Source: an optimization exercise on an open RTL-to-GDS flow (aim: small area, a short achievable clock period and few clock cycles per item). Production flows keep margins and buffers that such runs may drop. Function was checked by simulation only, so behaviour that the tests miss may differ from the original.

Design seven_segment_mux_scanner, start of the top module:
module seven_segment_mux_scanner (
  input  logic                         clk_i,
  input  logic                         rst_ni,
  input  logic                         item_valid_i,
  output logic                         item_ready_o,
  input  logic                         item_req_type_i,
  input  logic [ssms_pkg::NumberW-1:0] item_number_i,
  input  logic [ssms_pkg::PointW-1:0]  item_point_index_i,
  output logic                         res_valid_o,
  input  logic                         res_ready_i,
  output logic [ssms_pkg::SegW-1:0]    res_segment_levels_o,
  output logic [ssms_pkg::EnableW-1:0] res_digit_enable_levels_o,
  output logic [ssms_pkg::PosW-1:0]    res_active_position_o,
  input  logic                         psel,
  input  logic                         penable,
  input  logic                         pwrite,
  input  logic [ssms_pkg::AddrW-1:0]   paddr,
  input  logic [ssms_pkg::DataW-1:0]   pwdata,
  output logic [ssms_pkg::DataW-1:0]   prdata,
  output logic                         pready
);
Settings: LEC_CHECK=0, ABC_AREA=1, CAP_MARGIN=20, CORE_MARGIN=2, CORE_UTILIZATION=40, CTS_BUF_LIST=sky130_fd_sc_hd__clkbuf_16, CTS_CLUSTER_DIAMETER=100, CTS_CLUSTER_SIZE=20, PLACE_DENSITY=0.6, SETUP_SLACK_MARGIN=2.2, SLEW_MARGIN=20; clock period 4.5 ns.
standard.sh (not shown) runs the stock make flow with config.mk's settings and CLKGATE_MAP_FILE= SYNTH_SCRIPT=/design/flow/synth_recipe.tcl, a recipe that flattens the netlist after the stock synthesis.
==> flow/flow/run.sh <==
#!/bin/bash
# Layout flow: the standard flow (standard.sh) with two changes:
#  - ports are buffered with the cell named in flow/port_buffer.txt (when present)
#    instead of the cell the resizer picks by default; every port still gets a buffer;
#  - when flow/abc_map.script is present, the combinational logic of the standard
#    synthesis is re-mapped with that ABC script (same Yosys script otherwise). The
#    registers (names, count, cell types) are compared with the standard synthesis;
#    if they differ in any way the standard netlist is used unchanged.
# Each tool's output goes to a log file of its own in this folder.
set -uo pipefail
HERE=$(pwd)
RES=$HERE/orfs/results/$FLOW_PLATFORM/seven_segment_mux_scanner/base
EXTRA=()
if [[ -f flow/port_buffer.txt ]]; then
  EXTRA+=("BUFFER_PORTS_ARGS=-buffer_cell $(tr -d ' \n' < flow/port_buffer.txt)")
fi

bash standard.sh "${EXTRA[@]}" synth > $HERE/log_standard_synth.txt 2>&1 || exit 1
cp $RES/1_2_yosys.v $HERE/standard_1_2_yosys.v

# 2. the same synthesis with the ABC script replaced
if [[ -f flow/abc_map.script ]]; then
  MAKELINE=$(grep '^make ' standard.sh)
  {
    echo 'proc abc {args} {'
    echo '  set i [lsearch -exact $args -script]'
    echo "  if {\$i >= 0} { lset args [expr {\$i + 1}] $HERE/flow/abc_map.script }"
    echo '  yosys abc {*}$args'
    echo '}'
    cat synth_recipe.tcl
  } > $HERE/my_synth.tcl
  MYLINE=$(echo "$MAKELINE" | sed -e "s#WORK_HOME=[^ ]*#WORK_HOME=$HERE/orfs_my#" -e "s#SYNTH_SCRIPT=[^ ]*#SYNTH_SCRIPT=$HERE/my_synth.tcl#" -e 's#"\${@:-finish}"#synth#')
  eval "$MYLINE" > $HERE/log_my_synth.txt 2>&1
  MYRES=$HERE/orfs_my/results/$FLOW_PLATFORM/seven_segment_mux_scanner/base
  regs() { grep -E '^\s*sky130_fd_sc_hd__(df|edf|sdf|dl)[a-z0-9_]*\s' "$1" | awk '{print $1, $2}' | sed -E 's/_[0-9]+ / /' | sort; }
  if [[ -f $MYRES/1_2_yosys.v ]] && diff <(regs $HERE/standard_1_2_yosys.v) <(regs $MYRES/1_2_yosys.v) > $HERE/log_reg_diff.txt \
     && [[ $(regs $HERE/standard_1_2_yosys.v | wc -l) -gt 0 ]]; then
    echo "registers match; using the re-mapped netlist" > $HERE/log_choice.txt
    cp $MYRES/1_2_yosys.v $RES/1_2_yosys.v
    rm -f $RES/1_synth.odb $RES/1_synth.sdc
  else
    echo "registers differ; using the standard netlist" > $HERE/log_choice.txt
  fi
fi

# 3. the rest of the standard flow
bash standard.sh "${EXTRA[@]}" finish > $HERE/log_standard_finish.txt 2>&1
==> flow/flow/port_buffer.txt <==
sky130_fd_sc_hd__buf_1
Testbench counts at the start, summed over its fixed seeds: cycles 9,792, items 9,600.
Change:
--- a/flow/design.v
+++ b/flow/design.v
@@ -41,29 +41,25 @@
   logic            lit_q;
   logic            res_valid_q;
   logic       adv_w;
   logic       cfg_wr_w;
   logic [1:0] cfg_idx_w;
   logic [3:0] rd_w;
-  logic [3:0] rd_q;
   assign pready    = 1'b1;
   assign cfg_idx_w = paddr[3:2];
   assign cfg_wr_w  = psel && penable && pwrite;
   always_comb begin
     rd_w = '0;
     case (cfg_idx_w)
       2'd0: rd_w    = num_digits_q;
       2'd1: rd_w[0] = seg_act_high_q;
       2'd2: rd_w[0] = en_act_high_q;
       default: rd_w[0] = scan_en_q;
     endcase
   end
-  always_ff @(posedge clk_i) begin
-    rd_q <= rd_w;
-  end
-  assign prdata = {28'd0, rd_q};
+  assign prdata = {28'd0, rd_w};
   always_ff @(posedge clk_i or negedge rst_ni) begin
     if (!rst_ni) begin
       num_digits_q   <= 4'd4;
       seg_act_high_q <= 1'b1;
       en_act_high_q  <= 1'b0;
       scan_en_q      <= 1'b0;
@@ -73,14 +69,15 @@
         2'd1: seg_act_high_q <= pwdata[0];
         2'd2: en_act_high_q  <= pwdata[0];
         default: scan_en_q   <= pwdata[0];
       endcase
     end
   end
+  logic idle_q;
   assign adv_w        = !res_valid_q || res_ready_i;
-  assign item_ready_o = adv_w;
+  assign item_ready_o = res_ready_i || idle_q;
   wire c2_0_0 = (item_number_i[28]);
   wire c2_0_1 = (~item_number_i[30] & ~item_number_i[31] & 1'b0 & ~item_number_i[29]) | (item_number_i[30] & ~item_number_i[31] & ~1'b0 & item_number_i[29]) | (~item_number_i[31] & ~1'b0 & ~1'b0 & item_number_i[29]) | (item_number_i[30] & item_number_i[31] & ~1'b0 & ~item_number_i[29]) | (~item_number_i[30] & item_number_i[31] & 1'b0 & item_number_i[29]) | (1'b0 & ~item_number_i[29]);
   wire c2_0_2 = (item_number_i[30] & ~1'b0 & ~1'b0 & item_number_i[29]) | (item_number_i[30] & ~item_number_i[31] & ~1'b0 & ~item_number_i[29]) | (~item_number_i[30] & 1'b0 & item_number_i[29]) | (~item_number_i[30] & 1'b0 & ~item_number_i[29]) | (~item_number_i[30] & item_number_i[31] & 1'b0);
   wire c2_0_3 = (item_number_i[30] & 1'b0 & item_number_i[29]) | (~item_number_i[30] & item_number_i[31] & ~1'b0 & ~item_number_i[29]) | (item_number_i[30] & item_number_i[31] & 1'b0 & ~item_number_i[29]) | (~item_number_i[30] & ~item_number_i[31] & 1'b0 & item_number_i[29]);
   wire c2_0_4 = (~item_number_i[30] & ~item_number_i[31] & 1'b0) | (item_number_i[31] & ~1'b0 & item_number_i[29]) | (1'b0) | (item_number_i[30] & item_number_i[31] & item_number_i[29]) | (item_number_i[30] & item_number_i[31] & ~1'b0);
   wire c2_0_5 = (item_number_i[30] & 1'b0) | (1'b0) | (item_number_i[31] & 1'b0);
@@ -103,13 +100,13 @@
   logic [24:0] b1_q;
   logic [3:0] g1_0_q;
   logic [3:0] g1_1_q;
   logic [0:0] g1_2_q;
   always_ff @(posedge clk_i or negedge rst_ni) begin
     if (!rst_ni) v1_q <= 1'b0;
-    else if (adv_w) v1_q <= item_valid_i;
+    else if (adv_w) v1_q <= (item_valid_i && item_ready_o);
   end
   always_ff @(posedge clk_i) begin
     if (adv_w) begin
       wr1_q <= item_req_type_i;
       pt1_q <= item_point_index_i;
       b1_q <= {item_number_i[24], item_number_i[23], item_number_i[22], item_number_i[21], item_number_i[20], item_number_i[19], item_number_i[18], item_number_i[17], item_number_i[16], item_number_i[15], item_number_i[14], item_number_i[13], item_number_i[12], item_number_i[11], item_number_i[10], item_number_i[9], item_number_i[8], item_number_i[7], item_number_i[6], item_number_i[5], item_number_i[4], item_number_i[3], item_number_i[2], item_number_i[1], item_number_i[0]};
@@ -762,11 +759,20 @@
       if (adv_w) res_valid_q <= v5_q;
     end
   end
   always_ff @(posedge clk_i) begin
     en_q <= en_d;
   end
+  always_ff @(posedge clk_i or negedge rst_ni) begin
+    if (!rst_ni) idle_q <= 1'b1;
+    else         idle_q <= !((adv_w ? (item_valid_i && item_ready_o) : v1_q) ||
+                          (adv_w ? v1_q : v2_q) ||
+                          (adv_w ? v2_q : v3_q) ||
+                          (adv_w ? v3_q : v4_q) ||
+                          (adv_w ? v4_q : v5_q) ||
+                          (adv_w ? v5_q : res_valid_q));
+  end
   assign res_valid_o               = res_valid_q;
   assign res_segment_levels_o      = held_q;
   assign res_digit_enable_levels_o = en_q;
   assign res_active_position_o     = pos_q;
 endmodule
Critical path depth is unchanged.
Utilization grows by 0.49 points.
Die area shrinks by 2.5%.
Flip-flop and latch count shrinks by 3.
First-iteration DRC count shrinks by 3.2%.
Global-route usage stays flat.
Worst hold slack got worse by 21 ps.
Setup slack got worse by 66 ps.
Non-clock buffer count grows by 8.
Routed wire length shrinks by 1.2%.
Sequential share of layout area grows by 0.27 points.
Synthesized area shrinks by 2.5%.
Cell area shrinks by 1.4%.
Testbench counts after the change, summed over its fixed seeds: cycles 9,792, items 9,600.

==> re-timing with driven ports <==
How much do the figures lean on ideal ports? The routed layouts below were timed once more, with nothing changed but the port constraints. Step 1 assumes that a clkbuf_16 drives the clock port and a buf_2 every other input. Step 2 adds t to the input delays and takes it off the output delays; t is the mean of the earliest and latest rising clock arrival at the registers after step 1. Input paths then give back, and output paths get back, about the clock's delay inside the block. Slacks: ideal / step 1 / step 2; pairs: ideal / step 1.
run | t, ns | setup WS [ns] | worst hold slack (ns) | worst data-port slew with drivers (ns)
the first run | 0.583 | 2.180 / 2.155 / 1.739 | 0.407 / 0.407 / 0.407 | 0.04
the second run | 0.573 | 2.114 / 2.075 / 1.771 | 0.386 / 0.357 / 0.418 | 0.05
After both steps every run listed still meets setup and hold. For the first run, which loses most, drivers alone change the setup slack by -0.025 ns; drivers and shift together by -0.441 ns.
